Background: an optimization exercise with open tools, aiming at small area, a short achievable clock period and few clock cycles per item. Do not read the settings as production practice. The RTL was checked by simulation tests, not by an equivalence proof against the original design. No activity file was given, so power comes from the tool's default toggle rates.

===== design/flow/config.mk =====
export PLATFORM = sky130hd
export DESIGN_NAME = edge_reader_top
export DESIGN_NICKNAME = edge_reader_top
export VERILOG_FILES = /design/flow/design.v
export SDC_FILE = /design/flow/constraint.sdc
export NUM_CORES = 4
export LEC_CHECK = 0
export CAP_MARGIN = 20
export CORE_MARGIN = 2
export CORE_UTILIZATION = 40
export SLEW_MARGIN = 20

===== design/flow/constraint.sdc =====
create_clock -name core_clock -period 5.5 [get_ports {clk}]
set_input_delay 1.1000 -clock core_clock [delete_from_list [all_inputs] [get_ports {clk}]]
set_output_delay 1.1000 -clock core_clock [all_outputs]
set_load 0.01 [all_outputs]

===== design/flow/run.sh =====
#!/bin/bash
# synth_recipe.tcl (not shown) runs the flow's synth.tcl, then flattens the netlist and writes it again
# the make line also repeats each setting of config.mk as NAME=value (left out here)
make -C /OpenROAD-flow-scripts/flow DESIGN_CONFIG=/design/flow/config.mk WORK_HOME=/design/flow/orfs CLKGATE_MAP_FILE= SYNTH_SCRIPT=/design/flow/synth_recipe.tcl finish

===== design/flow/design.v =====
package edge_reader_pkg;
    localparam int CORE_NUM = 4;
    localparam int CACHELINE_LEN_WIDTH = 3;
    localparam int CACHELINE_LEN = 1 << CACHELINE_LEN_WIDTH;
    localparam int WAIT_END_DELAY = 20;
    typedef logic [16-1:0] vertex_id_t;
    typedef logic [22-1:0] offset_t;
    typedef logic [22-CACHELINE_LEN_WIDTH-1:0] line_addr_t;
    typedef logic [CACHELINE_LEN-1:0] edge_mask_t;
    typedef logic [$clog2(CORE_NUM)-1:0] lane_idx_t;
    typedef struct packed {
        line_addr_t addr;
        edge_mask_t mask;
        vertex_id_t v_id;
    } edge_req_t;
endpackage
`timescale 1ns/1ps
module edge_reader_top (
    input  logic                           clk,
    input  logic                           rst,
    input  edge_reader_pkg::vertex_id_t                     in_v_id,
    input  edge_reader_pkg::offset_t                        in_loffset,
    input  edge_reader_pkg::offset_t                        in_roffset,
    input  logic                           in_valid,
    output logic                           in_ready,
    input  logic                           front_iteration_end,
    input  logic       [4-1:0]     edge_stall,
    output edge_reader_pkg::line_addr_t [4-1:0]     edge_addr,
    output edge_reader_pkg::edge_mask_t [4-1:0]     edge_mask,
    output edge_reader_pkg::vertex_id_t [4-1:0]     edge_v_id,
    output logic       [4-1:0]     edge_valid,
    output logic                           iteration_end
);
    localparam int NL = 4;
    localparam int OW = 22;
    localparam int SW = 3;
    localparam int LW = OW - SW;
    localparam int VW = 16;
    function automatic logic add_eq(input logic [LW-1:0] a, input logic [LW-1:0] b, input logic [1:0] k);
        logic [LW-1:0] y, c, t;
        y = ~a;
        c = LW'(k - 2'd1);
        t = (b ^ y ^ c) ~^ {((b[LW-2:0] & y[LW-2:0]) | ((b[LW-2:0] | y[LW-2:0]) & ~c[LW-2:0])), 1'b0};
        add_eq = &t;
    endfunction
    logic [LW-1:0] i_lo_hi, i_ro_hi;
    logic          i_nz;
    logic          i_single;    
    logic          i_two;       
    assign i_lo_hi = in_loffset[OW-1:SW];
    assign i_ro_hi = in_roffset[OW-1:SW];
    assign i_nz = |in_roffset[SW-1:0];
    assign i_single = i_nz ? (i_ro_hi == i_lo_hi) : add_eq(i_lo_hi, i_ro_hi, 2'd1);
    assign i_two = i_nz ? add_eq(i_lo_hi, i_ro_hi, 2'd1) : add_eq(i_lo_hi, i_ro_hi, 2'd2);
    typedef struct packed {
        logic [VW-1:0] vid;
        logic [LW-1:0] addr;      
        logic [SW-1:0] lo_lo;
        logic [LW-1:0] ro_hi;
        logic [SW-1:0] ro_lo;
        logic          single;
        logic          two;
    } vtx_t;
    logic  s_valid, b_valid;
    vtx_t  s_q, b_q;
    logic  s_empty;
    logic  s_nz;
    logic [SW-1:0] s_hi;          
    logic [7:0]    s_mask;        
    assign s_empty = !({s_q.addr, s_q.lo_lo} < {s_q.ro_hi, s_q.ro_lo});
    assign s_nz = |s_q.ro_lo;
    assign s_hi = s_q.ro_lo - 1'b1;
    always_comb begin
        for (int b = 0; b < 8; b++)
            s_mask[b] = (SW'(b) >= s_q.lo_lo) && (!s_q.single || (SW'(b) <= s_hi));
    end
    logic [VW-1:0] b_vid;
    logic [LW-1:0] b_addr;
    logic [LW-1:0] b_ro_hi;
    logic          b_nz;
    logic [SW-1:0] b_hi;
    logic          b_single;
    logic          b_two;
    logic [7:0]    b_mask;
    logic          b_empty;
    logic          xfer_b_r;      
    logic          xfer_s_r;      
    logic          b_open_r;      
    logic [NL-1:0] load_r;        
    logic [VW-1:0] c_vid;
    logic [LW-1:0] c_addr;
    logic [LW-1:0] c_ro_hi;
    logic          c_nz;
    logic [SW-1:0] c_hi;
    logic          c_single;
    logic          c_two;
    logic [7:0]    c_mask;
    logic          c_empty;
    assign c_vid = xfer_b_r ? b_vid : s_q.vid;
    assign c_addr = xfer_b_r ? b_addr : s_q.addr;
    assign c_ro_hi = xfer_b_r ? b_ro_hi : s_q.ro_hi;
    assign c_nz = xfer_b_r ? b_nz : s_nz;
    assign c_hi = xfer_b_r ? b_hi : s_hi;
    assign c_single = xfer_b_r ? b_single : s_q.single;
    assign c_two = xfer_b_r ? b_two : s_q.two;
    assign c_mask = xfer_b_r ? b_mask : s_mask;
    assign c_empty = xfer_b_r ? b_empty : s_empty;
    logic [NL-1:0]   h_valid;
    logic [NL-1:0]   h_last;
    logic [NL-1:0]   e_valid;
    logic [LW-1:0]   h_addr [NL];
    logic [LW-1:0]   h_ro_hi [NL];
    logic [NL-1:0]   h_nz;
    logic [NL-1:0]   h_ne;        
    logic [VW-3:0]   h_vid  [NL];
    logic [SW-1:0]   h_hi   [NL];
    logic [7:0]      h_mask [NL];
    logic [NL-1:0]   h_free;
    logic [NL-1:0]   load;
    logic [NL-1:0]   hv_next, hl_next, ev_next;
    logic [NL-1:0]   hv_pred, hf_pred;
    always_comb begin
        for (int i = 0; i < NL; i++) begin
            h_free[i] = !h_valid[i] || (e_valid[i] && h_last[i]);
            load[i] = load_r[i];
            hv_next[i] = load[i] ? !c_empty : (h_valid[i] && !h_free[i]);
            ev_next[i] = hv_next[i] && !edge_stall[i];
            if (load[i])
                hl_next[i] = c_single;
            else if (e_valid[i])
                hl_next[i] = h_ne[i];
            else
                hl_next[i] = h_last[i];
            hv_pred[i] = load[i] || (h_valid[i] && !h_free[i]);
            hf_pred[i] = !hv_pred[i] || (!edge_stall[i] && hl_next[i]);
        end
    end
    logic take;
    logic s_to_b;
    logic sv_next, bv_next;
    logic [1:0] sl_next, bl_next;
    logic xb_n, xs_n;
    assign take = in_valid && in_ready;
    assign s_to_b = s_valid && !xfer_s_r && b_open_r;
    assign bv_next = (b_valid && !xfer_b_r) || s_to_b;
    assign sv_next = (s_valid && !xfer_s_r && !s_to_b) || take;
    assign bl_next = s_to_b ? s_q.vid[1:0] : b_vid[1:0];
    assign sl_next = take ? in_v_id[1:0] : s_q.vid[1:0];
    assign xb_n = bv_next && hf_pred[bl_next];
    assign xs_n = sv_next && hf_pred[sl_next] && !xb_n && !(bv_next && (bl_next == sl_next));
    always_ff @(posedge clk) begin
        if (rst) begin
            s_valid <= 1'b0;
            b_valid <= 1'b0;
            in_ready <= 1'b0;
            xfer_b_r <= 1'b0;
            xfer_s_r <= 1'b0;
            b_open_r <= 1'b0;
            load_r <= '0;
        end else begin
            s_valid <= sv_next;
            b_valid <= bv_next;
            xfer_b_r <= xb_n;
            xfer_s_r <= xs_n;
            b_open_r <= !bv_next || xb_n;
            in_ready <= !sv_next || xs_n || !bv_next || xb_n;
            for (int i = 0; i < NL; i++)
                load_r[i] <= (xb_n && (bl_next == 2'(i))) || (xs_n && (sl_next == 2'(i)));
        end
    end
    always_ff @(posedge clk) begin
        if (in_ready)
            s_q <= {in_v_id, i_lo_hi, in_loffset[SW-1:0], i_ro_hi, in_roffset[SW-1:0],
                    i_single, i_two};
    end
    always_ff @(posedge clk) begin
        if (b_open_r) begin
            b_vid <= s_q.vid;
            b_addr <= s_q.addr;
            b_ro_hi <= s_q.ro_hi;
            b_nz <= s_nz;
            b_hi <= s_hi;
            b_single <= s_q.single;
            b_two <= s_q.two;
            b_mask <= s_mask;
            b_empty <= s_empty;
        end
    end
    always_ff @(posedge clk) begin
        if (rst) begin
            h_valid <= '0;
            e_valid <= '0;
        end else begin
            h_valid <= hv_next;
            e_valid <= ev_next;
        end
    end
    always_ff @(posedge clk) h_last <= hl_next;
    always_ff @(posedge clk) begin
        for (int i = 0; i < NL; i++) begin
            if (load[i]) begin
                h_addr[i] <= c_addr;
                h_ro_hi[i] <= c_ro_hi;
                h_nz[i] <= c_nz;
                h_ne[i] <= c_two;
                h_vid[i] <= c_vid[VW-1:2];
                h_hi[i] <= c_hi;
                h_mask[i] <= c_mask;
            end else if (e_valid[i] && !h_last[i]) begin
                h_addr[i] <= h_addr[i] + 1'b1;
                h_ne[i] <= h_nz[i] ? add_eq(h_addr[i], h_ro_hi[i], 2'd2) : add_eq(h_addr[i], h_ro_hi[i], 2'd3);
                for (int b = 0; b < 8; b++)
                    h_mask[i][b] <= !h_ne[i] || (SW'(b) <= h_hi[i]);
            end
        end
    end
    for (genvar i = 0; i < NL; i++) begin : g_out
        assign edge_addr[i] = h_addr[i];
        assign edge_mask[i] = h_mask[i];
        assign edge_v_id[i] = {h_vid[i], 2'(i)};
        assign edge_valid[i] = e_valid[i];
    end
    localparam int CNT_W = $clog2(20 + 1);
    logic [CNT_W-1:0] settle_cnt;
    logic settled;
    logic idle;
    always_ff @(posedge clk)
        if (rst)
            idle <= 1'b0;
        else
            idle <= !sv_next && !bv_next && !(|hv_next);
    assign settled = front_iteration_end && !take && idle;
    always_ff @(posedge clk) begin
        if (rst || !settled) begin
            settle_cnt <= '0;
            iteration_end <= 1'b0;
        end else if (settle_cnt >= CNT_W'(20)) begin
            iteration_end <= 1'b1;
        end else begin
            settle_cnt <= settle_cnt + 1'b1;
            iteration_end <= 1'b0;
        end
    end
endmodule

==> qor.csv, run 1 <==
metric,value,unit
period_share,0.525,
initial_core_util,0.407,
grt_max_degree,78,
antenna_found_initial,1,
cts_resized,0,
critPathCaptureType,output port,
holdWs,0.441,ns
yosys.area.top_type,edfxtp_1,
synthFlopType,edfxtp_1,
startpoint_type,register,
crit_family,buffers and inverters,
stdcell_area,0.0246,sq mm
core,0.0492,sq mm
status,timing/DRC/antenna clean,
cts_buffer_depth,3,
synth.area.top_cells,"edfxtp_1 59%, ha_1 8.1%, xor2_1 4.6%",
final_max_slew_viol_count,0,
ys_seq_area_frac,0.616,
rsz0062_at_grt,no,
avgViaCountPerCell,5.08,
cts_setup_buffers,0,
area_growth,23.1,%
synth_warnings,6,
drive_gt1_frac,0.0688,
worstPathArrival,1.79,ns
die_area,0.0519,sq mm
skew,0.0233,ns
hold_viol_final,0,
drtPass1Iterations,5,
fmax,0.346,GHz
drtIter0Drc,1086,
hpwl,37000,um
syn_inst,1567,
synth_area_per_cell,12.8,sq um
cp_max_fo,8,
worst_ir_drop_vdd,0.282,mV
avgRoutedWirePerCell,19.8,um
core.rowCount,81,
routabilityCongestion,0.859,
synth_edf_count,391,
htree_levels,2,
slowest_delay,0.68,ns
netlist.area_leader.share,0.587,
drt-total-wl,50100,um
portBuffers,237,
root_buffer,clkbuf_16,
crit_type,register to output port,
ys_seq_elements,420,
leakage,9.07,nW
drcViolationCount,0,
max_cap_violations,0,
post_dp_cell_area,0.0231,sq mm
min_path_type,register to register,
netlist_area,0.0200,sq mm
hold_buffers,0,
synthArstFlopShare,0,
multi_input_area,0.00698,sq mm
die_h,228,um
fin_setup_tns,0,ns
power_density,308,mW/mm^2
synth.most_common_cell,edfxtp_1,
grt_pass1_wl,76600,um
diodes,0,
grt_pass1_vias,12780,
clkTransAtPathRegs,0.06,ns
synth_cell_type_count,64,
crit_chain,clkdlybuf4s50_1,
cts_buffers,46,
max_slew_margin,0.317,
seq_area,0.0123,sq mm
cts_tree,done,
fillerInstances,4251,
worst_pin_slew,1.02,ns
crit_buf_inv,1,
grt_usage,0.192,
cp_data_required_time,4.40,ns
ios,246,
vias,12823,
period_minus_slack,2.89,ns
die_width,228,um
synth_commonest_cells,"391 x edfxtp_1, 149 x nand2_1, 144 x inv_1",
nNetsFinal,2022,
worst_path_max_delay_cell,clkdlybuf4s50_1,
finalSetupViolCount,0,
gr-total-overflow,0,
clk_latency,0.60,ns
drtAntennaViolNets,0,
clock-sinks,420,
worst paths after layout:
path	from	slack (ns)	end	cells after the start
worst max-delay path	h_addr[2][0]	2.61	edge_addr[38]	1
worst min-delay path	s_q[58]	0.44	b_vid[12]	0
worst max register to register	xfer_b_r	2.65	load_r[2]	8
worst min register to register	s_q[58]	0.44	b_vid[12]	0
state kept, by name (all words and copies together) (netlist names), 5 cells and up:
signal	count
h_mask	32
h_addr	76
settle_cnt	5
b_addr	19
b_mask	8
b_ro_hi	19
h_ro_hi	76
b_vid	16
h_vid	56
h_hi	12
s_q	62
stage by stage:
stage                     setup WS, ns  power, mW   util  cells
after floorplan                   2.16       4.23      -   1573
after global placement            2.15       4.54  0.471   2440
after detailed placement          2.15       4.56  0.471   2440
after CTS                         2.57       7.69  0.501   2525
after global routing              2.43       7.88  0.501   2525
final                             2.61       7.60  0.501   2525
placed cells by master (no fill, tap or decap), types with 10 or more instances in the layout:
master           netlist  routed
a21oi_1               49      49
a22oi_1               10      10
and3_1                15      15
buf_4                  9      10
clkbuf_1              20      12
clkbuf_16              0      46
clkdlybuf4s50_1        0     237
dfxtp_1               29      22
edfxtp_1             391     391
ha_1                 130     130
inv_1                144     144
mux2_2                34      34
mux2i_1               19      19
nand2_1              149     149
nand3_1               40      40
nand4_1               41      41
nor2_1                53      53
nor2b_1               11      11
nor3_1                21      21
nor4_1                20      20
o21ai_0              102     102
xnor2_1               65      65
xor2_1               105     105
kinds of logic (layout without fill, tap and decap cells):
| kind of cell | after synthesis | count (layout) | share of synthesized area |
|---|---|---|---|
| AO/OA/AOI/OAI | 225 | 225 | 0.0694 |
| XOR/XNOR | 170 | 170 | 0.0744 |
| adder cells (fa/ha/maj) | 130 | 130 | 0.0812 |
| buffers and inverters | 188 | 476 | 0.0372 |
| flip-flops | 420 | 420 | 0.616 |
| multiplexers | 54 | 54 | 0.0297 |
| other | 2 | 8 | 0.000375 |
| AND/OR/NAND/NOR | 378 | 378 | 0.0922 |
metal layers:
metal  share of wire  global-route usage  vias to the layer above
met5               0                   0                        -
met4           0.026              0.0611                        0
met3           0.069              0.0466                       82
met2            0.46               0.306                      374
met1            0.45               0.260                     6173
li1                -                   -                     6194
where the power goes:
group / switching [mW] / leakage, nW / internal [mW] / total, mW
clock: 1.27 / 0.737 / 1.84 / 3.11
sequential: 0.122 / 3.87 / 3.68 / 3.80
combinational: 0.395 / 4.46 / 0.295 / 0.690
total: 1.79 / 9.07 / 5.81 / 7.60
layout make-up:
type                       count  share of cell area
tap                          664              0.0337
clock inverter                26              0.0119
timing repair buffer         247              0.0993
clock buffer                  59              0.0491
sequential                   420               0.501
multi-input combinational    965               0.283
inverter                     144              0.0219
Testbench counts, summed over its fixed seeds: cycles 22,408, items 38,351.
==> run 2: changes to the inputs <==
--- a/design/flow/config.mk
+++ b/design/flow/config.mk
@@ -7,5 +7,5 @@
 export LEC_CHECK = 0
 export CAP_MARGIN = 20
 export CORE_MARGIN = 2
-export CORE_UTILIZATION = 40
+export CORE_UTILIZATION = 65
 export SLEW_MARGIN = 20
==> qor.csv, run 2 <==
metric,value,unit,change
yosys.area.top_type,edfxtp_1,,unchanged
max_cap_violations,0,,unchanged
final_common_cell,edfxtp_1,,unchanged
synth_cell_type_count,64,,unchanged
ios,246,,unchanged
vias,13307,,was 12.8k
drtIter0Drc,1285,,was 1086
grt_pass1_vias,13042,,was 12.8k
power,7.40,mW,was 7.60 mW
initial_core_util,0.658,,was 0.407
min_path_type,register to register,,unchanged
antenna_found_initial,0,,was 1
core,0.0304,sq mm,was 0.0492 sq mm
avgViaCountPerCell,5.93,,was 5.08
period_minus_slack,2.86,ns,was 2.89 ns
die_h,179,um,was 228 um
hpwl,33400,um,was 37000 um
slowest_delay,0.48,ns,was 0.68 ns
synth_commonest_cells,"391 x edfxtp_1, 149 x nand2_1, 144 x inv_1",,unchanged
syn_inst,1567,,unchanged
post-route-util,0.795,,was 0.501
crit_family,simple AND/OR/NAND/NOR gates,,was buffers and inverters
diodes,0,,unchanged
leakage,8.99,nW,was 9.07 nW
drtPass1Iterations,5,,unchanged
clock-sinks,420,,unchanged
synth_edf_count,391,,unchanged
status,timing/DRC/antenna clean,,unchanged
rsz0062_at_grt,no,,unchanged
gr-total-overflow,0,,unchanged
synth.area.top_cells,"edfxtp_1 59%, ha_1 8.1%, xor2_1 4.6%",,unchanged
cts_tree,done,,unchanged
grt_usage,0.287,,was 0.192
core.rowCount,64,,was 81
startpoint_type,input pin,,was register
cp_data_required_time,5.83,ns,was 4.40 ns
worst_ir_drop_vdd,0.402,mV,was 0.282 mV
cts_buffer_depth,3,,unchanged
layout_setup_ws,2.64,ns,was 2.61 ns
largestRegisters,"h_addr: 76 flops, h_ro_hi: 76 flops, s_q: 62 flops",,unchanged
fmax,0.349,GHz,was 0.346 GHz
crit_path_start,in_roffset[6],,was h_addr[2][0]
critPathCaptureType,register,,was output port
clk_latency,0.55,ns,was 0.60 ns
drive_gt1_frac,0.0692,,was 0.0688
final_cells,2245,,was 2525
skew,0.0187,ns,was 0.0233 ns
htree_levels,2,,unchanged
crit_buf_inv,2,,was 1
synthArstFlopShare,0,,unchanged
layout_common_cells,"391 x edfxtp_1, 237 x clkdlybuf4s50_1, 149 x nand2_1",,unchanged
drtAntennaViolNets,0,,unchanged
cp_common_cell,nand2_1,,
hold_buffers,0,,unchanged
portBuffers,237,,unchanged
die_area,0.0322,sq mm,was 0.0519 sq mm
ys_seq_area_frac,0.616,,unchanged
worstHoldStart,s_q[5],,was s_q[58]
worstPathArrival,3.20,ns,was 1.79 ns
synth.most_common_cell,edfxtp_1,,unchanged
crit_chain,"clkdlybuf4s50_1, inv_1, ha_1, xor2_1, nand4_1, nor4_1, nand2_1, nor3_1, nand2_1, o41ai_1",,was clkdlybuf4s50_1
netlist.area_leader.share,0.587,,unchanged
drcViolationCount,0,,unchanged
netlist_area,0.0200,sq mm,unchanged
synth_warnings,6,,unchanged
area_growth,20.8,%,was 23.1%
die_width,179,um,was 228 um
final_max_slew_viol_count,0,,unchanged
cp_max_fo,2,,was 8
ys_seq_elements,420,,unchanged
grt_max_degree,94,,was 78
drt-total-wl,46700,um,was 50100 um
holdWs,0.447,ns,was 0.441 ns
r2r_start,xfer_b_r,,unchanged
worst_path_max_delay_cell,clkdlybuf4s50_1,,unchanged
fin_setup_tns,0,ns,unchanged
nNetsFinal,2016,,was 2022
place_inst,2170,,was 2440
post_dp_cell_area,0.0228,sq mm,was 0.0231 sq mm
crit_type,input pin to register,,was register to output port
routabilityCongestion,0.904,,was 0.859
avgRoutedWirePerCell,20.8,um,was 19.8 um
finalSetupViolCount,0,,unchanged
root_buffer,clkbuf_16,,unchanged
cts_setup_buffers,0,,unchanged
cts_resized,0,,unchanged
power_density,306,mW/mm^2,was 308 mW/mm^2
grt_pass1_wl,72300,um,was 76600 um
stdcell_area,0.0242,sq mm,was 0.0246 sq mm
synthFlopType,edfxtp_1,,unchanged
cts_buffers,42,,was 46
synth_area_per_cell,12.8,sq um,unchanged
max_slew_margin,0.307,,was 0.317
hold_viol_final,0,,unchanged
place_ws,2.18,ns,was 2.15 ns
clkTransAtPathRegs,0.06,ns,about the same
period_share,0.521,,was 0.525
worst_pin_slew,1.04,ns,was 1.02 ns
## run 2: cell count changes in the layout (fill, tap and decap cells not counted), moves of 2 or more
cell	before	now
clkbuf_1	12	3
a21o_2	0	2
inv_6	2	0
a21o_1	9	7
clkbuf_16	46	43
dfxtp_4	6	4
clkinvlp_4	0	4
buf_4	10	8
dfxtp_2	1	3
## run 2: final timing paths
| kind | endpoint | slack, ns | depth (start not counted) |
|---|---|---|---|
| max | s_q[1] | 2.64 | 10 |
| max reg2reg | load_r[0] | 2.71 | 8 |
| min | b_ro_hi[0] | 0.45 | 0 |
| min reg2reg | b_ro_hi[0] | 0.45 | 0 |
## run 2: routing by layer
metal,global-route usage,up-vias,part of all wire
li1,-,6163,-
met1,0.398,6462,0.42
met2,0.465,602,0.48
met3,0.0543,80,0.078
met4,0.0855,0,0.027
met5,0,-,0
## run 2: area by class of cell
class | count | area, sq um
clock inverter | 27 | 287
fill | 1858 | 6240
timing repair buffer | 245 | 2430
clock buffer | 48 | 1110
sequential | 420 | 12300
tap | 396 | 495
inverter | 144 | 541
multi-input combinational | 965 | 6980
## run 2: cell families (layout without fill, tap and decap cells)
family,Yosys count,in the layout,synth area share
muxes,54,54,0.0297
and+or+nand+nor,378,378,0.0922
xor gates and xnor gates,170,170,0.0744
adders and majority gates,130,130,0.0812
AOI/OAI and AO/OA,225,225,0.0694
buffers and inverters,188,464,0.0372
other,2,8,0.000375
DFF,420,420,0.616
## run 2: report_power, final
part / total [mW] / switching, mW / internal (mW)
Combinational: 0.703 / 0.407 / 0.296
Sequential: 3.79 / 0.113 / 3.68
Clock: 2.90 / 1.21 / 1.69
Total: 7.40 / 1.73 / 5.67
==> run 3: changes to the inputs <==
==> design/flow/flow/run.sh (new file) <==
#!/bin/bash
# The standard layout, with plain buf_1 cells as the port buffers instead of
# the default delay buffers: every input and output port still gets its own
# buffer. Each step's full output goes to standard.log here (and ORFS's own
# per-step logs under orfs/logs).
set -euo pipefail
echo "export BUFFER_PORTS_ARGS = -buffer_cell sky130_fd_sc_hd__buf_1" >> config.mk
bash standard.sh > standard.log 2>&1
==> design/flow/standard.sh (new file) <==
#!/bin/bash
# synth_recipe.tcl (not shown) runs the flow's synth.tcl, then flattens the netlist and writes it again
# the make line also repeats each setting of config.mk as NAME=value (left out here)
make -C /OpenROAD-flow-scripts/flow DESIGN_CONFIG=/design/flow/config.mk WORK_HOME=/design/flow/orfs CLKGATE_MAP_FILE= SYNTH_SCRIPT=/design/flow/synth_recipe.tcl "${@:-finish}"
--- a/design/flow/config.mk
+++ b/design/flow/config.mk
@@ -9,3 +9,4 @@
 export CORE_MARGIN = 2
 export CORE_UTILIZATION = 65
 export SLEW_MARGIN = 20
+export BUFFER_PORTS_ARGS = -buffer_cell sky130_fd_sc_hd__buf_1
removed: design/flow/run.sh
==> qor.csv, run 3 <==
metric,value,unit,change
status,timing/DRC/antenna clean,,unchanged
gr-total-overflow,0,,unchanged
synthArstFlopShare,0,,unchanged
worst_path_max_delay_cell,edfxtp_1,,was clkdlybuf4s50_1
max_slew_margin,0.293,,was 0.307
worst_pin_slew,1.06,ns,was 1.04 ns
core,0.0304,sq mm,unchanged
slowest_delay,0.49,ns,was 0.48 ns
largestRegisters,"h_addr: 76 flops, h_ro_hi: 76 flops, s_q: 62 flops",,unchanged
cts_resized,0,,unchanged
synthFlopType,edfxtp_1,,unchanged
worstPathArrival,2.92,ns,was 3.20 ns
cts_buffers,44,,was 42
drive_gt1_frac,0.0668,,was 0.0692
cp_common_cell,inv_1,,was nand2_1
seqPwrFrac,0.531,,was 0.512
leakage,8.33,nW,was 8.99 nW
fmax,0.392,GHz,was 0.349 GHz
yosys.area.top_type,edfxtp_1,,unchanged
die_width,179,um,unchanged
place_inst,2172,,was 2170
max_cap_violations,0,,unchanged
hold_buffers,0,,unchanged
drtIter0Drc,1129,,was 1285
grt_pass1_vias,12451,,was 13.0k
rsz0062_at_grt,no,,unchanged
drtPass1Iterations,5,,unchanged
synth_cell_type_count,64,,unchanged
fillerInstances,2084,,was 1858
routabilityCongestion,0.928,,was 0.904
r2r_start,s_q[2],,was xfer_b_r
hold_viol_final,0,,unchanged
core.rowCount,64,,unchanged
cts_buffer_depth,3,,unchanged
avgRoutedWirePerCell,19.4,um,was 20.8 um
fin_setup_tns,0,ns,unchanged
portBuffers,237,,unchanged
vias,13040,,was 13.3k
synth.area.top_cells,"edfxtp_1 59%, ha_1 8.1%, xor2_1 4.6%",,unchanged
initial_core_util,0.658,,unchanged
hpwl,32200,um,was 33400 um
antenna_found_initial,0,,unchanged
diodes,0,,unchanged
clkTransAtPathRegs,0.06,ns,about the same
crit_path_start,s_q[2],,was in_roffset[6]
crit_chain,"inv_1, ha_1, inv_1, nand2_1, and3b_1, a311oi_1, mux2i_1, a22oi_1",,"was clkdlybuf4s50_1, inv_1, ha_1, xor2_1, nand4_1, nor4_1, nand2_1, nor3_1, nand2_1, o41ai_1"
grt_pass1_wl,68500,um,was 72300 um
layout_common_cells,"391 x edfxtp_1, 237 x buf_1, 149 x nand2_1",,"was 391 x edfxtp_1, 237 x clkdlybuf4s50_1, 149 x nand2_1"
root_buffer,clkbuf_16,,unchanged
grt_usage,0.271,,was 0.287
htree_levels,2,,unchanged
clk_latency,0.55,ns,about the same
final_max_slew_viol_count,0,,unchanged
period_share,0.464,,was 0.521
internal_power,5.43,mW,was 5.67 mW
power_density,315,mW/mm^2,was 306 mW/mm^2
die_area,0.0322,sq mm,unchanged
critPathCaptureType,register,,unchanged
synth_edf_count,391,,unchanged
worstHoldStart,s_q[50],,was s_q[5]
syn_inst,1567,,unchanged
startpoint_type,register,,was input pin
p_clk_frac,0.382,,was 0.393
drcViolationCount,0,,unchanged
cts_setup_buffers,0,,unchanged
netlist.area_leader.share,0.587,,unchanged
worst_r2r_path_depth,8,,unchanged
finalSetupViolCount,0,,unchanged
drt-total-wl,43700,um,was 46700 um
drtAntennaViolNets,0,,unchanged
ios,246,,unchanged
seq_area,0.0123,sq mm,about the same
synth_area_per_cell,12.8,sq um,unchanged
switching_share,0.237,,was 0.234
min_path_type,register to register,,unchanged
ys_seq_area_frac,0.616,,unchanged
ys_seq_elements,420,,unchanged
skew,0.0197,ns,was 0.0187 ns
crit_type,register to register,,was input pin to register
die_h,179,um,unchanged
final_cells,2252,,was 2245
synth_commonest_cells,"391 x edfxtp_1, 149 x nand2_1, 144 x inv_1",,unchanged
cp_max_fo,7,,was 2
netlist_area,0.0200,sq mm,unchanged
grt_max_degree,97,,was 94
combPwrFrac,0.087,,was 0.095
final_common_cell,edfxtp_1,,unchanged
worst_ir_drop_vdd,0.302,mV,was 0.402 mV
multi_input_area,0.00698,sq mm,about the same
synth_warnings,6,,unchanged
nNetsFinal,2020,,was 2016
p_sw,1.69,mW,was 1.73 mW
avgViaCountPerCell,5.79,,was 5.93
synth.most_common_cell,edfxtp_1,,unchanged
clock-sinks,420,,unchanged
area_growth,13.0,%,was 20.8%
hold_path_depth,0,,unchanged
period_minus_slack,2.55,ns,was 2.86 ns
cts_tree,done,,unchanged
cp_data_required_time,5.86,ns,was 5.83 ns
run 3: final timing paths:
kind                            slack (ns)            to
worst max-delay path                  2.95  h_mask[3][6]
worst min-delay path                  0.44      b_vid[4]
worst max register to register        2.95  h_mask[3][6]
worst min register to register        0.44      b_vid[4]
run 3: per-layer routing:
layer / global-route usage / wire length (um)
met2: 0.419 / 19700
met5: 0 / 0
met3: 0.0462 / 3410
met1: 0.402 / 19500
met4: 0.0767 / 1120
run 3: through the flow:
| stage | power [mW] | util | cell area [sq um] | hold WS [ns] | setup slack [ns] |
|---|---|---|---|---|---|
| final | 7.12 | 0.744 | 22600 | 0.443 | 2.95 |
| after global routing | 7.36 | 0.744 | 22600 | 0.453 | 2.77 |
| after CTS | 7.15 | 0.744 | 22600 | 0.447 | 2.99 |
| after floorplan | 4.23 | - | 20000 | 0.422 | 2.16 |
| after global placement | 4.44 | 0.701 | 21300 | 0.424 | 2.63 |
| after detailed placement | 4.46 | 0.701 | 21300 | 0.435 | 2.54 |
run 3: kinds of logic (layout without fill, tap and decap cells):
group / count (synthesis) / after routing / share of synthesized area
AO/OA/AOI/OAI: 225 / 225 / 0.0694
XOR/XNOR: 170 / 170 / 0.0744
adder cells (fa/ha/maj): 130 / 130 / 0.0812
buffers and inverters: 188 / 471 / 0.0372
flip-flops: 420 / 420 / 0.616
multiplexers: 54 / 54 / 0.0297
other: 2 / 8 / 0.000375
AND/OR/NAND/NOR: 378 / 378 / 0.0922
run 3: area by class of cell:
cell class | count | area share
sequential | 420 | 0.545
inverter | 144 | 0.0239
tap | 396 | 0.0219
multi-input combinational | 965 | 0.308
timing repair buffer | 247 | 0.0426
clock inverter | 21 | 0.00675
clock buffer | 59 | 0.0511
run 3: power by group through the flow:
stage / combinational [mW] / sequential (mW) / clock (mW)
6_report: 0.623 / 3.78 / 2.72
5_1_grt: 0.690 / 3.79 / 2.88
4_1_cts: 0.622 / 3.78 / 2.75
3_5_place_dp: 0.617 / 3.84 / 0
3_3_place_gp: 0.598 / 3.84 / 0
2_1_floorplan: 0.384 / 3.85 / 0
run 3: worst max-delay path, delay by kind of cell (launching register included):
family | cells | cell delay, ns
buffers and inverters | 2 | 0.24
adders and majority gates | 1 | 0.37
DFF | 1 | 0.49
muxes | 1 | 0.32
AOI/OAI and AO/OA | 2 | 0.67
and+or+nand+nor | 2 | 0.27
==> run 4: changes to the inputs <==
--- a/design/flow/design.v
+++ b/design/flow/design.v
@@ -43,6 +43,16 @@
         t = (b ^ y ^ c) ~^ {((b[LW-2:0] & y[LW-2:0]) | ((b[LW-2:0] | y[LW-2:0]) & ~c[LW-2:0])), 1'b0};
         add_eq = &t;
     endfunction
+    function automatic logic [LW-1:0] lm2_of(input logic [LW-1:0] x, input logic nz);
+        logic [LW-1:0] r;
+        logic bo;
+        r[0] = nz ? x[0] : !x[0];
+        r[1] = nz ? !x[1] : (x[1] ^ x[0]);
+        bo = nz ? !x[1] : !(x[1] && x[0]);
+        for (int i = 2; i < LW; i++)
+            r[i] = x[i] ^ (bo && !(|(x & ((LW'(1) << i) - LW'(4)))));
+        lm2_of = r;
+    endfunction
     logic [LW-1:0] i_lo_hi, i_ro_hi;
     logic          i_nz;
     logic          i_single;    
@@ -58,6 +68,7 @@
         logic [SW-1:0] lo_lo;
         logic [LW-1:0] ro_hi;
         logic [SW-1:0] ro_lo;
+        logic          nz;
         logic          single;
         logic          two;
     } vtx_t;
@@ -68,16 +79,17 @@
     logic [SW-1:0] s_hi;          
     logic [7:0]    s_mask;        
     assign s_empty = !({s_q.addr, s_q.lo_lo} < {s_q.ro_hi, s_q.ro_lo});
-    assign s_nz = |s_q.ro_lo;
+    assign s_nz = s_q.nz;
     assign s_hi = s_q.ro_lo - 1'b1;
+    logic [LW-1:0] s_lm2;
+    assign s_lm2 = lm2_of(s_q.ro_hi, s_q.nz);
     always_comb begin
         for (int b = 0; b < 8; b++)
             s_mask[b] = (SW'(b) >= s_q.lo_lo) && (!s_q.single || (SW'(b) <= s_hi));
     end
     logic [VW-1:0] b_vid;
     logic [LW-1:0] b_addr;
-    logic [LW-1:0] b_ro_hi;
-    logic          b_nz;
+    logic [LW-1:0] b_lm2;
     logic [SW-1:0] b_hi;
     logic          b_single;
     logic          b_two;
@@ -89,8 +101,7 @@
     logic [NL-1:0] load_r;        
     logic [VW-1:0] c_vid;
     logic [LW-1:0] c_addr;
-    logic [LW-1:0] c_ro_hi;
-    logic          c_nz;
+    logic [LW-1:0] c_lm2;
     logic [SW-1:0] c_hi;
     logic          c_single;
     logic          c_two;
@@ -98,8 +109,7 @@
     logic          c_empty;
     assign c_vid = xfer_b_r ? b_vid : s_q.vid;
     assign c_addr = xfer_b_r ? b_addr : s_q.addr;
-    assign c_ro_hi = xfer_b_r ? b_ro_hi : s_q.ro_hi;
-    assign c_nz = xfer_b_r ? b_nz : s_nz;
+    assign c_lm2 = xfer_b_r ? b_lm2 : s_lm2;
     assign c_hi = xfer_b_r ? b_hi : s_hi;
     assign c_single = xfer_b_r ? b_single : s_q.single;
     assign c_two = xfer_b_r ? b_two : s_q.two;
@@ -109,8 +119,7 @@
     logic [NL-1:0]   h_last;
     logic [NL-1:0]   e_valid;
     logic [LW-1:0]   h_addr [NL];
-    logic [LW-1:0]   h_ro_hi [NL];
-    logic [NL-1:0]   h_nz;
+    logic [LW-1:0]   h_lm2 [NL];
     logic [NL-1:0]   h_ne;        
     logic [VW-3:0]   h_vid  [NL];
     logic [SW-1:0]   h_hi   [NL];
@@ -170,15 +179,14 @@
     end
     always_ff @(posedge clk) begin
         if (in_ready)
-            s_q <= {in_v_id, i_lo_hi, in_loffset[SW-1:0], i_ro_hi, in_roffset[SW-1:0],
+            s_q <= {in_v_id, i_lo_hi, in_loffset[SW-1:0], i_ro_hi, in_roffset[SW-1:0], i_nz,
                     i_single, i_two};
     end
     always_ff @(posedge clk) begin
         if (b_open_r) begin
             b_vid <= s_q.vid;
             b_addr <= s_q.addr;
-            b_ro_hi <= s_q.ro_hi;
-            b_nz <= s_nz;
+            b_lm2 <= s_lm2;
             b_hi <= s_hi;
             b_single <= s_q.single;
             b_two <= s_q.two;
@@ -200,15 +208,14 @@
         for (int i = 0; i < NL; i++) begin
             if (load[i]) begin
                 h_addr[i] <= c_addr;
-                h_ro_hi[i] <= c_ro_hi;
-                h_nz[i] <= c_nz;
+                h_lm2[i] <= c_lm2;
                 h_ne[i] <= c_two;
                 h_vid[i] <= c_vid[VW-1:2];
                 h_hi[i] <= c_hi;
                 h_mask[i] <= c_mask;
             end else if (e_valid[i] && !h_last[i]) begin
                 h_addr[i] <= h_addr[i] + 1'b1;
-                h_ne[i] <= h_nz[i] ? add_eq(h_addr[i], h_ro_hi[i], 2'd2) : add_eq(h_addr[i], h_ro_hi[i], 2'd3);
+                h_ne[i] <= (h_addr[i] == h_lm2[i]);
                 for (int b = 0; b < 8; b++)
                     h_mask[i][b] <= !h_ne[i] || (SW'(b) <= h_hi[i]);
             end
--- a/design/flow/config.mk
+++ b/design/flow/config.mk
@@ -8,5 +8,6 @@
 export CAP_MARGIN = 20
 export CORE_MARGIN = 2
 export CORE_UTILIZATION = 65
+export SETUP_SLACK_MARGIN = 3.2
 export SLEW_MARGIN = 20
 export BUFFER_PORTS_ARGS = -buffer_cell sky130_fd_sc_hd__buf_1
==> qor.csv, run 4 <==
metric,value,unit,change
status,timing/DRC/antenna clean,,unchanged
period_share,0.460,,was 0.464
gr-total-overflow,0,,unchanged
clkTransAtPathRegs,0.06,ns,about the same
power_density,317,mW/mm^2,was 315 mW/mm^2
hold_viol_final,0,,unchanged
rsz0062_at_grt,yes,,was no
netlist.area_leader.share,0.623,,was 0.587
vias,12620,,was 13.0k
netlist_area,0.0186,sq mm,was 0.0200 sq mm
combPwrFrac,0.093,,was 0.087
drt-total-wl,45100,um,was 43700 um
grt_max_degree,78,,was 97
die_h,173,um,was 179 um
fmax,0.395,GHz,was 0.392 GHz
synth_edf_count,387,,was 391
cp_common_cell,mux2_4,,was inv_1
portBuffers,237,,unchanged
drcViolationCount,0,,unchanged
routabilityCongestion,0.913,,was 0.928
avgViaCountPerCell,5.82,,was 5.79
core.rowCount,62,,was 64
largestRegisters,"h_addr: 76 flops, h_lm2: 76 flops, s_q: 63 flops",,"was h_addr: 76 flops, h_ro_hi: 76 flops, s_q: 62 flops"
worst_path_max_delay_cell,edfxtp_1,,unchanged
synth.most_common_cell,edfxtp_1,,unchanged
final_max_slew_viol_count,0,,unchanged
grt_usage,0.293,,was 0.271
worst_ir_drop_vdd,0.312,mV,was 0.302 mV
ys_seq_elements,416,,was 420
power,7.12,mW,about the same
internal_power,5.46,mW,was 5.43 mW
clk_latency,0.54,ns,was 0.55 ns
antenna_found_initial,0,,unchanged
startpoint_type,register,,unchanged
avgRoutedWirePerCell,20.8,um,was 19.4 um
cp_max_fo,4,,was 7
p_clk_frac,0.382,,about the same
hpwl,30200,um,was 32200 um
cp_data_required_time,5.76,ns,was 5.86 ns
period_minus_slack,2.53,ns,was 2.55 ns
finalSetupViolCount,0,,unchanged
root_buffer,clkbuf_16,,unchanged
syn_inst,1393,,was 1567
synth_area_per_cell,13.4,sq um,was 12.8 sq um
place_inst,1984,,was 2172
seqPwrFrac,0.524,,was 0.531
stdcell_area,0.0225,sq mm,was 0.0226 sq mm
synth.area.top_cells,"edfxtp_1 62%, xnor2_1 4.5%, xor2_1 4.1%",,"was edfxtp_1 59%, ha_1 8.1%, xor2_1 4.6%"
area_growth,20.4,%,was 13.0%
synthArstFlopShare,0,,unchanged
slowest_delay,0.41,ns,was 0.49 ns
synth_cell_type_count,58,,was 64
critPathCaptureType,register,,unchanged
cts_tree,done,,unchanged
cts_buffers,42,,was 44
drtAntennaViolNets,0,,unchanged
max_cap_violations,0,,unchanged
synth_warnings,6,,unchanged
ios,246,,unchanged
drive_gt1_frac,0.174,,was 0.0668
final_cells,2168,,was 2252
leakage,7.80,nW,was 8.33 nW
ys_seq_area_frac,0.654,,was 0.616
core,0.0285,sq mm,was 0.0304 sq mm
grt_pass1_vias,11948,,was 12.5k
grt_pass1_wl,67000,um,was 68500 um
fin_setup_tns,0,ns,unchanged
r2r_slack,2.97,ns,was 2.95 ns
crit_chain,"ha_2, mux2_4, nand4b_4, buf_4, nor2_4, nand2_2, nor3_2, xnor2_1, mux2_4",,"was inv_1, ha_1, inv_1, nand2_1, and3b_1, a311oi_1, mux2i_1, a22oi_1"
die_area,0.0301,sq mm,was 0.0322 sq mm
post_dp_cell_area,0.0200,sq mm,was 0.0213 sq mm
final_common_cell,edfxtp_1,,unchanged
die_width,173,um,was 179 um
synth_commonest_cells,"387 x edfxtp_1, 133 x nand2_1, 95 x xnor2_1",,"was 391 x edfxtp_1, 149 x nand2_1, 144 x inv_1"
layout_common_cells,"387 x edfxtp_1, 228 x buf_1, 130 x nand2_1",,"was 391 x edfxtp_1, 237 x buf_1, 149 x nand2_1"
clock-sinks,416,,was 420
max_slew_margin,0.375,,was 0.293
diodes,0,,unchanged
synthFlopType,edfxtp_1,,unchanged
yosys.area.top_type,edfxtp_1,,unchanged
drtIter0Drc,1240,,was 1129
cts_buffer_depth,3,,unchanged
worstPathArrival,2.79,ns,was 2.92 ns
initial_core_util,0.655,,was 0.658
switching_share,0.233,,was 0.237
htree_levels,2,,unchanged
worst_pin_slew,0.938,ns,was 1.06 ns
crit_type,register to register,,unchanged
p_sw,1.66,mW,was 1.69 mW
skew,0.0181,ns,was 0.0197 ns
nNetsFinal,1870,,was 2020
drtPass1Iterations,6,,was 5
min_path_type,register to register,,unchanged
-- run 4: cell count changes in the layout (fill, tap and decap cells not counted), moves of 9 or more --
cell     previous run  this run
ha_1              130        47
o21ai_0           102        87
buf_1             237       228
nand2_1           149       130
inv_1             144        59
mux2i_1            19         9
xnor2_1            65        93
buf_4              10       107
xor2_1            105        85
mux2_4              0        11
-- run 4: path summary, 6_finish.rpt --
path	from	end	cells after the start
worst max-delay path	s_q[6]	h_lm2[3][12]	9
worst min-delay path	s_q[52]	b_vid[5]	0
worst max register to register	s_q[6]	h_lm2[3][12]	9
worst min register to register	s_q[52]	b_vid[5]	0
-- run 4: cell type report --
type	count	area (sq um)
Tap cell	384	480
Sequential cell	416	12200
Multi-Input combinational cell	877	6390
Clock inverter	23	196
Inverter	63	236
Fill cell	1783	6020
Timing Repair Buffer	350	1810
Clock buffer	55	1110
-- run 4: timing repair --
item	CTS	global route
pin swaps	11	16
setup endpoints to repair	151	124
setup buffers	71	35
hold buffers	0	0
resized for setup	40	61
-- run 4: metrics by stage --
step	setup slack (ns)	hold slack, ns	util
after CTS	2.98	0.444	0.771
after global placement	2.76	0.423	0.701
after detailed placement	2.69	0.430	0.701
after floorplan	3.11	0.422	-
final	2.97	0.442	0.789
after global routing	2.88	0.455	0.789
-- run 4: worst max-delay path: cells and delay by family, from the launching register on --
| family | cells | cell delay, ns |
|---|---|---|
| xor gates and xnor gates | 1 | 0.14 |
| adders and majority gates | 1 | 0.20 |
| buffers and inverters | 1 | 0.17 |
| DFF | 1 | 0.41 |
| and+or+nand+nor | 4 | 0.73 |
| muxes | 2 | 0.59 |
-- run 4: cells by family (layout without fill, tap and decap cells) --
logic type	after synthesis	count (layout)	synth area share
AO/OA/AOI/OAI	202	202	0.0642
XOR/XNOR	183	183	0.0860
adder cells (fa/ha/maj)	52	52	0.0349
buffers and inverters	106	491	0.0230
flip-flops	416	416	0.654
multiplexers	73	73	0.0432
other	2	8	0.000403
AND/OR/NAND/NOR	359	359	0.0940
-- run 4: routing by layer --
metal  GRT usage  up-vias  routed length (um)
li1            -     5845                   -
met1       0.419     6035               18600
met2       0.457      620               21100
met3      0.0524      120                3680
met4       0.106        0                1700
met5           0        -                   0
-- run 4: power groups by stage --
stage / Clock [mW] / Sequential [mW] / Combinational, mW
after floorplan: 0 / 3.82 / 0.337
after global placement: 0 / 3.81 / 0.545
after detailed placement: 0 / 3.81 / 0.558
after CTS: 2.75 / 3.73 / 0.621
after global routing: 2.86 / 3.75 / 0.723
final: 2.72 / 3.73 / 0.666
Testbench counts of run 4, summed over its fixed seeds: cycles 22,408, items 38,351.
==> run 5: changes to the inputs <==
--- a/design/flow/config.mk
+++ b/design/flow/config.mk
@@ -8,6 +8,6 @@
 export CAP_MARGIN = 20
 export CORE_MARGIN = 2
 export CORE_UTILIZATION = 65
-export SETUP_SLACK_MARGIN = 3.2
+export SETUP_SLACK_MARGIN = 3.6
 export SLEW_MARGIN = 20
 export BUFFER_PORTS_ARGS = -buffer_cell sky130_fd_sc_hd__buf_1
==> qor.csv, run 5 <==
metric,value,unit,change
status,timing/DRC/antenna clean,,unchanged
clk_latency,0.54,ns,about the same
ios,246,,unchanged
htree_levels,2,,unchanged
largestRegisters,"h_addr: 76 flops, h_lm2: 76 flops, s_q: 63 flops",,unchanged
synthArstFlopShare,0,,unchanged
final_max_slew_viol_count,0,,unchanged
hpwl,30300,um,was 30200 um
portBuffers,237,,unchanged
antenna_found_initial,0,,unchanged
netlist.area_leader.share,0.623,,unchanged
crit_buf_inv,0,,was 1
rsz0062_at_grt,yes,,unchanged
die_h,173,um,unchanged
worst_path_max_delay_cell,edfxtp_1,,unchanged
layout_common_cells,"387 x edfxtp_1, 204 x buf_4, 123 x nand2_1",,"was 387 x edfxtp_1, 228 x buf_1, 130 x nand2_1"
skew,0.0125,ns,was 0.0181 ns
nNetsFinal,2004,,was 1870
hold_buffers,0,,unchanged
period_minus_slack,2.48,ns,was 2.53 ns
drtPass1Iterations,5,,was 6
core.rowCount,62,,unchanged
root_buffer,clkbuf_16,,unchanged
synthFlopType,edfxtp_1,,unchanged
seqPwrFrac,0.494,,was 0.524
cts_tree,done,,unchanged
grt_pass1_vias,13012,,was 11.9k
drcViolationCount,0,,unchanged
synth_commonest_cells,"387 x edfxtp_1, 133 x nand2_1, 95 x xnor2_1",,unchanged
cts_buffers,43,,was 42
synth_warnings,6,,unchanged
die_area,0.0301,sq mm,unchanged
cp_max_fo,4,,unchanged
yosys.area.top_type,edfxtp_1,,unchanged
drtIter0Drc,1596,,was 1240
grt_max_degree,97,,was 78
clock-sinks,416,,unchanged
cp_common_cell,mux2_4,,unchanged
syn_inst,1393,,unchanged
cts_buffer_depth,3,,unchanged
avgViaCountPerCell,6.07,,was 5.82
place_ws,2.66,ns,was 2.69 ns
area_growth,34.4,%,was 20.4%
drtAntennaViolNets,0,,unchanged
synth.area.top_cells,"edfxtp_1 62%, xnor2_1 4.5%, xor2_1 4.1%",,unchanged
layout_setup_ws,3.02,ns,was 2.97 ns
combPwrFrac,0.116,,was 0.093
startpoint_type,register,,unchanged
ys_seq_elements,416,,unchanged
routabilityCongestion,0.912,,was 0.913
gr-total-overflow,0,,unchanged
power,7.54,mW,was 7.12 mW
worst_ir_drop_vdd,0.369,mV,was 0.312 mV
hold_viol_final,0,,unchanged
avgRoutedWirePerCell,23.0,um,was 20.8 um
slowest_delay,0.40,ns,was 0.41 ns
seq_area,0.0122,sq mm,about the same
core,0.0285,sq mm,unchanged
worstPathArrival,2.76,ns,was 2.79 ns
crit_family,simple AND/OR/NAND/NOR gates,,unchanged
power_density,301,mW/mm^2,was 317 mW/mm^2
netlist_area,0.0186,sq mm,unchanged
grt_usage,0.318,,was 0.293
cp_data_required_time,5.78,ns,was 5.76 ns
crit_chain,"ha_2, mux2_4, nand4b_4, or2_4, or3_4, o21ai_2, nand2_2, mux2_4",,"was ha_2, mux2_4, nand4b_4, buf_4, nor2_4, nand2_2, nor3_2, xnor2_1, mux2_4"
initial_core_util,0.655,,unchanged
drt-total-wl,52800,um,was 45100 um
clkTransAtPathRegs,0.06,ns,about the same
synth_area_per_cell,13.4,sq um,unchanged
multi_input_area,0.00732,sq mm,was 0.00639 sq mm
synth_cell_type_count,58,,unchanged
vias,13971,,was 12.6k
max_cap_violations,0,,unchanged
max_slew_margin,0.367,,was 0.375
synth_edf_count,387,,unchanged
crit_type,register to register,,unchanged
post-route-util,0.880,,was 0.789
fmax,0.403,GHz,was 0.395 GHz
fin_setup_tns,0,ns,unchanged
ys_seq_area_frac,0.654,,unchanged
synth.most_common_cell,edfxtp_1,,unchanged
die_width,173,um,unchanged
switching_share,0.241,,was 0.233
drive_gt1_frac,0.377,,was 0.174
fillerInstances,1254,,was 1783
min_path_type,register to register,,unchanged
internal_power,5.72,mW,was 5.46 mW
diodes,0,,unchanged
period_share,0.452,,was 0.460
critPathCaptureType,register,,unchanged
final_common_cell,edfxtp_1,,unchanged
p_sw,1.82,mW,was 1.66 mW
worst_pin_slew,0.949,ns,was 0.938 ns
leakage,9.24,nW,was 7.80 nW
finalSetupViolCount,0,,unchanged
grt_pass1_wl,72900,um,was 67000 um
p_clk_frac,0.390,,was 0.382
## run 5: cell counts after synthesis
Identical to the previous run, type by type.
## run 5: cell families after synthesis
group | share of synthesized area
compound gates | 0.0642
xor+xnor | 0.0860
fa+ha+maj | 0.0349
buf+inv | 0.0230
flops | 0.654
mux | 0.0432
other cells | 0.000403
simple gates | 0.0940
## run 5: worst reg2reg max path, cell delays in order (launching register included)
cell      delay (ns)
edfxtp_1        0.40
ha_2            0.19
mux2_4          0.28
nand4b_4        0.18
or2_4           0.25
or3_4           0.36
o21ai_2         0.17
nand2_2         0.09
mux2_4          0.31
## run 5: power by group through the flow
stage | clock (mW) | combinational, mW | sequential (mW)
final | 2.94 | 0.875 | 3.73
after detailed placement | 0 | 0.580 | 3.82
after CTS | 2.93 | 0.747 | 3.71
after global placement | 0 | 0.567 | 3.81
after floorplan | 0 | 0.358 | 3.82
after global routing | 3.06 | 0.930 | 3.74
## run 5: cell type report
class                   instances  share of cell area
well taps                     384              0.0192
inverters                      63              0.0107
multi-input cells             877               0.292
flip-flops and latches        416               0.488
clock buffers                  49              0.0438
clock inverters                28              0.0121
repair buffers                483               0.134
## run 5: path summary, 6_finish.rpt
| path | endpoint | start | slack [ns] | cells after the start |
|---|---|---|---|---|
| min | b_vid[12] | s_q[59] | 0.44 | 0 |
| max | h_lm2[2][16] | s_q[7] | 3.02 | 8 |
| max reg2reg | h_lm2[2][16] | s_q[7] | 3.02 | 8 |
| min reg2reg | b_vid[12] | s_q[59] | 0.44 | 0 |
## run 5: timing repair
action,CTS,global route
resized for setup,192,295
pin swaps,52,86
gates cloned,2,0
setup buffers,156,81
endpoints found under the setup margin,404,328
## run 5: routing by layer
layer,global-route usage,wire length (um)
met5,0,0
met4,0.107,2220
met3,0.0557,5080
met2,0.526,25700
met1,0.433,19800
## run 5: through the flow
stage | std cells | hold WS [ns] | area, sq um
2_1_floorplan | 1399 | 0.422 | 19000
3_3_place_gp | 1984 | 0.425 | 20200
3_5_place_dp | 1984 | 0.433 | 20200
4_1_cts | 2219 | 0.435 | 23700
5_1_grt | 2300 | 0.461 | 25100
6_report | 2300 | 0.445 | 25100
==> run 6: changes to the inputs <==
--- a/design/flow/config.mk
+++ b/design/flow/config.mk
@@ -8,6 +8,7 @@
 export CAP_MARGIN = 20
 export CORE_MARGIN = 2
 export CORE_UTILIZATION = 65
-export SETUP_SLACK_MARGIN = 3.6
+export CTS_BUF_LIST = sky130_fd_sc_hd__clkbuf_8
+export SETUP_SLACK_MARGIN = 3.2
 export SLEW_MARGIN = 20
 export BUFFER_PORTS_ARGS = -buffer_cell sky130_fd_sc_hd__buf_1
==> qor.csv, run 6 <==
metric,value,unit,change
status,timing/DRC/antenna clean,,unchanged
layout_common_cells,"387 x edfxtp_1, 210 x buf_1, 133 x buf_4",,"was 387 x edfxtp_1, 204 x buf_4, 123 x nand2_1"
portBuffers,237,,unchanged
worst_r2r_path_depth,9,,was 8
hold_end,b_vid[3],,was b_vid[12]
fillerInstances,1755,,was 1254
root_buffer,clkbuf_8,,was clkbuf_16
netlist.area_leader.share,0.623,,unchanged
power_density,300,mW/mm^2,was 301 mW/mm^2
antenna_found_initial,0,,unchanged
vias,12838,,was 14.0k
post_dp_cell_area,0.0200,sq mm,was 0.0202 sq mm
synth_warnings,6,,unchanged
final_common_cell,edfxtp_1,,unchanged
ios,246,,unchanged
die_area,0.0301,sq mm,unchanged
clock-sinks,416,,unchanged
synth_edf_count,387,,unchanged
die_h,173,um,unchanged
clkTransAtPathRegs,0.06,ns,about the same
grt_usage,0.300,,was 0.318
core,0.0285,sq mm,unchanged
synth_area_per_cell,13.4,sq um,unchanged
drt-total-wl,45800,um,was 52800 um
r2r_slack,2.98,ns,was 3.02 ns
worstPathArrival,2.84,ns,was 2.76 ns
max_slew_margin,0.368,,was 0.367
hpwl,30200,um,was 30300 um
skew,0.0319,ns,was 0.0125 ns
avgViaCountPerCell,5.74,,was 6.07
period_share,0.459,,was 0.452
worst_pin_slew,0.949,ns,about the same
stdcell_area,0.0226,sq mm,was 0.0251 sq mm
finalSetupViolCount,0,,unchanged
critPathCaptureType,register,,unchanged
clk_latency,0.61,ns,was 0.54 ns
htree_levels,3,,was 2
place_ws,2.69,ns,was 2.66 ns
r2r_start,s_q[6],,was s_q[7]
synth.area.top_cells,"edfxtp_1 62%, xnor2_1 4.5%, xor2_1 4.1%",,unchanged
final_max_slew_viol_count,0,,unchanged
synth_commonest_cells,"387 x edfxtp_1, 133 x nand2_1, 95 x xnor2_1",,unchanged
netlist_area,0.0186,sq mm,unchanged
drive_gt1_frac,0.208,,was 0.377
period_minus_slack,2.52,ns,was 2.48 ns
leakage,8.04,nW,was 9.24 nW
grt_pass1_vias,12288,,was 13.0k
min_path_type,register to register,,unchanged
crit_type,register to register,,unchanged
p_clk_frac,0.348,,was 0.390
drcViolationCount,0,,unchanged
synth.most_common_cell,edfxtp_1,,unchanged
hold_path_depth,0,,unchanged
die_width,173,um,unchanged
max_cap_violations,0,,unchanged
syn_inst,1393,,unchanged
startpoint_type,register,,unchanged
hold_viol_final,0,,unchanged
cts_tree,done,,unchanged
drtPass1Iterations,5,,unchanged
p_sw,1.72,mW,was 1.82 mW
seq_area,0.0122,sq mm,about the same
synth_cell_type_count,58,,unchanged
grt_max_degree,78,,was 97
ys_seq_elements,416,,unchanged
seqPwrFrac,0.551,,was 0.494
ys_seq_area_frac,0.654,,unchanged
grt_pass1_wl,68400,um,was 72900 um
multi_input_area,0.00644,sq mm,was 0.00732 sq mm
switching_share,0.254,,was 0.241
yosys.area.top_type,edfxtp_1,,unchanged
drtIter0Drc,1278,,was 1596
nNetsFinal,1920,,was 2004
r2r_end,h_lm2[0][12],,was h_lm2[2][16]
gr-total-overflow,0,,unchanged
fin_setup_tns,0,ns,unchanged
avgRoutedWirePerCell,20.5,um,was 23.0 um
cp_data_required_time,5.81,ns,was 5.78 ns
worst_ir_drop_vdd,0.283,mV,was 0.369 mV
area_growth,21.2,%,was 34.4%
synthArstFlopShare,0,,unchanged
fmax,0.396,GHz,was 0.403 GHz
drtAntennaViolNets,0,,unchanged
routabilityCongestion,0.913,,was 0.912
cts_buffers,67,,was 43
internal_power,5.05,mW,was 5.72 mW
cts_buffer_depth,3,,unchanged
layout_setup_ws,2.98,ns,was 3.02 ns
rsz0062_at_grt,yes,,unchanged
cp_max_fo,4,,unchanged
core.rowCount,62,,unchanged
worstHoldStart,s_q[50],,was s_q[59]
combPwrFrac,0.101,,was 0.116
initial_core_util,0.655,,unchanged
synthFlopType,edfxtp_1,,unchanged
largestRegisters,"h_addr: 76 flops, h_lm2: 76 flops, s_q: 63 flops",,unchanged
==> run 6: changes by cell type in the layout (fill, tap and decap cells not counted), sizes merged <==
| cell | before | now |
|---|---|---|
| bufbuf | 2 | 0 |
| clkinv | 16 | 19 |
| diode | 0 | 1 |
| inv | 67 | 94 |
| clkbuf | 171 | 84 |
| buf | 359 | 358 |
| bufinv | 6 | 0 |
==> run 6: cell type report <==
type | count | area share
flip-flops and latches | 416 | 0.541
multi-input cells | 877 | 0.285
repair buffers | 375 | 0.0904
clock buffers | 67 | 0.0408
well taps | 384 | 0.0213
clock inverters | 52 | 0.0106
inverters | 63 | 0.0105
diodes | 1 | 0.000111
==> run 6: timing repair <==
action,4_1_cts,5_1_grt
pin swaps,12,17
endpoints found under the setup margin,166,133
buffers inserted,100,31
resized for setup,45,92
hold buffers,0,0
==> run 6: power groups by stage <==
stage               clock (mW)  sequential (mW)  combinational, mW
floorplan                    0             3.82              0.337
global placement             0             3.81              0.545
detailed placement           0             3.81              0.558
CTS                       2.40             3.73              0.635
global route              2.54             3.74              0.742
finish                    2.36             3.73              0.686
==> run 6: cell families after synthesis <==
family                     Yosys count  synth area share
buffers and inverters              106            0.0230
xor gates and xnor gates           183            0.0860
AOI/OAI and AO/OA                  202            0.0642
other                                2          0.000403
and+or+nand+nor                    359            0.0940
adders and majority gates           52            0.0349
DFF                                416             0.654
muxes                               73            0.0432
==> run 6: worst max-delay path: stages (launching register included) <==
cell and delay, ns:
edfxtp_1 0.42, ha_2 0.20, mux2_4 0.28, nand4b_4 0.20, buf_4 0.18, nor2_4 0.15, nand2_2 0.11, nor3_2 0.23
xnor2_1 0.14, mux2_4 0.33
==> run 6: layer usage <==
layer | GRT usage | share of wire | vias to the layer above
li1 | - | - | 5954
met5 | 0 | 0 | -
met2 | 0.465 | 0.47 | 658
met4 | 0.132 | 0.033 | 0
met1 | 0.417 | 0.41 | 6124
met3 | 0.0618 | 0.092 | 102
==> run 6: per-stage QoR <==
step / hold slack (ns) / utilization / power (mW) / std cells
global placement: 0.423 / 0.701 / 4.35 / 1984
detailed placement: 0.430 / 0.701 / 4.37 / 1984
floorplan: 0.422 / - / 4.15 / 1399
global route: 0.451 / 0.794 / 7.02 / 2234
CTS: 0.443 / 0.773 / 6.76 / 2203
finish: 0.440 / 0.794 / 6.77 / 2235
==> run 6: worst max path at each step <==
stage,from,to,slack (ns),cells after the start
after CTS,s_q[6],h_lm2[1][16],2.99,8
after global routing,s_q[6],h_lm2[0][12],2.89,9
after detailed placement,in_roffset[8],s_q[1],2.69,8
after floorplan,in_roffset[11],s_q[1],3.11,7
after global placement,in_roffset[8],s_q[1],2.76,8
final,s_q[6],h_lm2[0][12],2.98,9
==> run 7: changes to the inputs <==
--- a/design/flow/config.mk
+++ b/design/flow/config.mk
@@ -8,7 +8,7 @@
 export CAP_MARGIN = 20
 export CORE_MARGIN = 2
 export CORE_UTILIZATION = 65
-export CTS_BUF_LIST = sky130_fd_sc_hd__clkbuf_8
+export CTS_BUF_LIST = sky130_fd_sc_hd__clkbuf_4
 export SETUP_SLACK_MARGIN = 3.2
 export SLEW_MARGIN = 20
 export BUFFER_PORTS_ARGS = -buffer_cell sky130_fd_sc_hd__buf_1
==> qor.csv, run 7 <==
metric,value,unit,change
drcViolationCount,0,,unchanged
hpwl,30200,um,unchanged
leakage,8.65,nW,was 8.04 nW
internal_power,5.27,mW,was 5.05 mW
ys_seq_area_frac,0.654,,unchanged
grt_pass1_wl,69700,um,was 68400 um
htree_levels,3,,unchanged
crit_path_start,s_q[6],,unchanged
min_path_type,register to register,,unchanged
gr-total-overflow,0,,unchanged
worst_path_max_delay_cell,edfxtp_1,,unchanged
fmax,0.391,GHz,was 0.396 GHz
clock-sinks,416,,unchanged
cts_buffer_depth,3,,unchanged
ios,246,,unchanged
rsz0062_at_grt,yes,,unchanged
seqPwrFrac,0.529,,was 0.551
synth_area_per_cell,13.4,sq um,unchanged
post-route-util,0.817,,was 0.794
synth_warnings,6,,unchanged
core.rowCount,62,,unchanged
fillerInstances,1673,,was 1755
drtPass1Iterations,10,,was 5
status,timing/DRC/antenna clean,,unchanged
avgRoutedWirePerCell,20.5,um,about the same
hold_buffers,0,,unchanged
vias,13322,,was 12.8k
core,0.0285,sq mm,unchanged
cp_data_required_time,5.92,ns,was 5.81 ns
startpoint_type,register,,unchanged
max_slew_margin,0.422,,was 0.368
fin_setup_tns,0,ns,unchanged
synthFlopType,edfxtp_1,,unchanged
routabilityCongestion,0.913,,unchanged
seq_area,0.0122,sq mm,about the same
cts_buffers,103,,was 67
crit_chain,"ha_2, mux2_4, nand4b_4, or2_4, or3_4, o21ai_2, nand2_2, mux2_4",,"was ha_2, mux2_4, nand4b_4, buf_4, nor2_4, nand2_2, nor3_2, xnor2_1, mux2_4"
multi_input_area,0.00649,sq mm,was 0.00644 sq mm
p_clk_frac,0.369,,was 0.348
grt_usage,0.304,,was 0.300
synth.area.top_cells,"edfxtp_1 62%, xnor2_1 4.5%, xor2_1 4.1%",,unchanged
grt_max_degree,78,,unchanged
netlist_area,0.0186,sq mm,unchanged
drive_gt1_frac,0.315,,was 0.208
synth_edf_count,387,,unchanged
clk_latency,0.74,ns,was 0.61 ns
r2r_start,s_q[6],,unchanged
worst_pin_slew,0.868,ns,was 0.949 ns
period_share,0.465,,was 0.459
area_growth,24.7,%,was 21.2%
power_density,303,mW/mm^2,was 300 mW/mm^2
yosys.area.top_type,edfxtp_1,,unchanged
post_dp_cell_area,0.0200,sq mm,unchanged
crit_type,register to register,,unchanged
final_common_cell,edfxtp_1,,unchanged
combPwrFrac,0.102,,was 0.101
initial_core_util,0.655,,unchanged
root_buffer,clkbuf_4,,was clkbuf_8
slowest_delay,0.42,ns,about the same
synth_commonest_cells,"387 x edfxtp_1, 133 x nand2_1, 95 x xnor2_1",,unchanged
drtIter0Drc,1279,,was 1278
layout_common_cells,"387 x edfxtp_1, 159 x buf_4, 150 x clkbuf_4",,"was 387 x edfxtp_1, 210 x buf_1, 133 x buf_4"
antenna_found_initial,1,,was 0
worstPathArrival,2.98,ns,was 2.84 ns
synth_cell_type_count,58,,unchanged
finalSetupViolCount,0,,unchanged
r2r_end,h_lm2[3][16],,was h_lm2[0][12]
nNetsFinal,1985,,was 1920
skew,0.0684,ns,was 0.0319 ns
r2r_slack,2.94,ns,was 2.98 ns
hold_viol_final,0,,unchanged
die_h,173,um,unchanged
netlist.area_leader.share,0.623,,unchanged
period_minus_slack,2.56,ns,was 2.52 ns
cp_common_cell,mux2_4,,unchanged
worst_ir_drop_vdd,0.266,mV,was 0.283 mV
drtAntennaViolNets,0,,unchanged
critPathCaptureType,register,,unchanged
die_area,0.0301,sq mm,unchanged
switching_share,0.251,,was 0.254
synth.most_common_cell,edfxtp_1,,unchanged
syn_inst,1393,,unchanged
worst_r2r_path_depth,8,,was 9
avgViaCountPerCell,5.72,,was 5.74
clkTransAtPathRegs,0.07,ns,was 0.06 ns
portBuffers,237,,unchanged
drt-total-wl,47700,um,was 45800 um
cp_max_fo,4,,unchanged
stdcell_area,0.0232,sq mm,was 0.0226 sq mm
ys_seq_elements,416,,unchanged
crit_path_end,h_lm2[3][16],,was h_lm2[0][12]
p_sw,1.77,mW,was 1.72 mW
die_width,173,um,unchanged
max_cap_violations,0,,unchanged
cts_tree,done,,unchanged
final_max_slew_viol_count,0,,unchanged
largestRegisters,"h_addr: 76 flops, h_lm2: 76 flops, s_q: 63 flops",,unchanged
grt_pass1_vias,12713,,was 12.3k
synthArstFlopShare,0,,unchanged
## run 7: cell type report
cell class,instances,share of cell area
diodes,2,0.000215
repair buffers,404,0.106
multi-input cells,877,0.279
clock inverters,35,0.00915
clock buffers,150,0.0484
flip-flops and latches,416,0.526
well taps,384,0.0207
inverters,63,0.0102
## run 7: worst max-delay path: cells and delay by family (launching register included)
kind	cells	cell delay (ns)
compound gates	1	0.14
fa+ha+maj	1	0.20
flops	1	0.42
mux	2	0.59
simple gates	4	0.90
## run 7: per-stage QoR
| step | hold WS, ns | worst slack (ns) | total power [mW] | std cells |
|---|---|---|---|---|
| 6_report | 0.443 | 2.94 | 7.04 | 2331 |
| 5_1_grt | 0.462 | 2.87 | 7.30 | 2330 |
| 4_1_cts | 0.444 | 2.94 | 7.00 | 2275 |
| 3_5_place_dp | 0.430 | 2.69 | 4.37 | 1984 |
| 3_3_place_gp | 0.423 | 2.76 | 4.35 | 1984 |
| 2_1_floorplan | 0.422 | 3.11 | 4.15 | 1399 |
## run 7: worst min path at each step
stage                 start        to  slack, ns  cells past startpoint
finish              s_q[52]  b_vid[5]       0.44                      0
global route        s_q[50]  b_vid[3]       0.46                      0
CTS                 s_q[52]  b_vid[5]       0.44                      0
detailed placement  s_q[52]  b_vid[5]       0.43                      0
global placement    s_q[53]  b_vid[6]       0.42                      0
floorplan            s_q[0]     b_two       0.42                      0
## run 7: routing by layer
layer,vias up,track usage,part of all wire
met5,-,0,0
met4,0,0.125,0.031
met1,6338,0.417,0.40
met2,719,0.484,0.48
met3,111,0.0614,0.086
li1,6154,-,-
## run 7: kinds of logic (layout without fill, tap and decap cells)
group	count (synthesis)	in the layout	share of synthesized area
flops	416	416	0.654
simple gates	359	359	0.0940
other cells	2	10	0.000403
xor+xnor	183	183	0.0860
mux	73	73	0.0432
buf+inv	106	652	0.0230
compound gates	202	202	0.0642
fa+ha+maj	52	52	0.0349
## run 7: power groups by stage
stage | clock [mW] | sequential, mW | combinational, mW
after floorplan | 0 | 3.82 | 0.337
after detailed placement | 0 | 3.81 | 0.558
after CTS | 2.62 | 3.72 | 0.651
after global routing | 2.79 | 3.74 | 0.775
final | 2.60 | 3.72 | 0.719
after global placement | 0 | 3.81 | 0.545
## run 7: what timing repair did
item                       4_1_cts  5_1_grt
pin swaps                       15       15
resized for setup              101      177
setup endpoints to repair      266      275
buffers inserted               106       54

==> separate check: timing with driven ports <==
The flow's constraints put no driver on any port. The routed layouts listed below were extracted and timed again, unchanged, in two steps.
Step 1 sets driving cells, clkbuf_16 on the clock port and buf_2 on the other inputs (assumed; they add their load-dependent delay and slew).
Step 2 times the ports against the registers' clock, not the clock port: input delays grow and output delays shrink by t, the midpoint of the rising clock arrivals with the driver on.
Three values: ideal, step 1, step 2; two values: the first two.
| run | shift t [ns] | slack for setup (ns) | latest minus earliest clock arrival (ns) | slew at the worst register clock pin (ns) | worst slew at a driven data input, ns |
|---|---|---|---|---|---|
| run 1 | 0.637 | 2.612 / 2.558 / 2.143 | 0.026 / 0.026 | 0.06 / 0.06 | 0.07 |
| run 2 | 0.589 | 2.636 / 2.617 / 2.075 | 0.020 / 0.020 | 0.07 / 0.07 | 0.06 |
| run 3 | 0.597 | 2.946 / 2.946 / 2.553 | 0.021 / 0.021 | 0.06 / 0.06 | 0.05 |
| run 4 | 0.583 | 2.970 / 2.970 / 2.742 | 0.020 / 0.020 | 0.06 / 0.06 | 0.04 |
| run 5 | 0.593 | 3.016 / 3.016 / 2.764 | 0.014 / 0.014 | 0.06 / 0.06 | 0.06 |
| run 6 | 0.639 | 2.975 / 2.975 / 2.688 | 0.033 / 0.033 | 0.07 / 0.07 | 0.05 |
| run 7 | 0.771 | 2.944 / 2.944 / 2.666 | 0.085 / 0.084 | 0.08 / 0.08 | 0.05 |
After both steps every run listed still meets setup and hold. For run 2, which loses most, drivers alone change the setup slack by -0.019 ns; drivers and shift together by -0.561 ns.
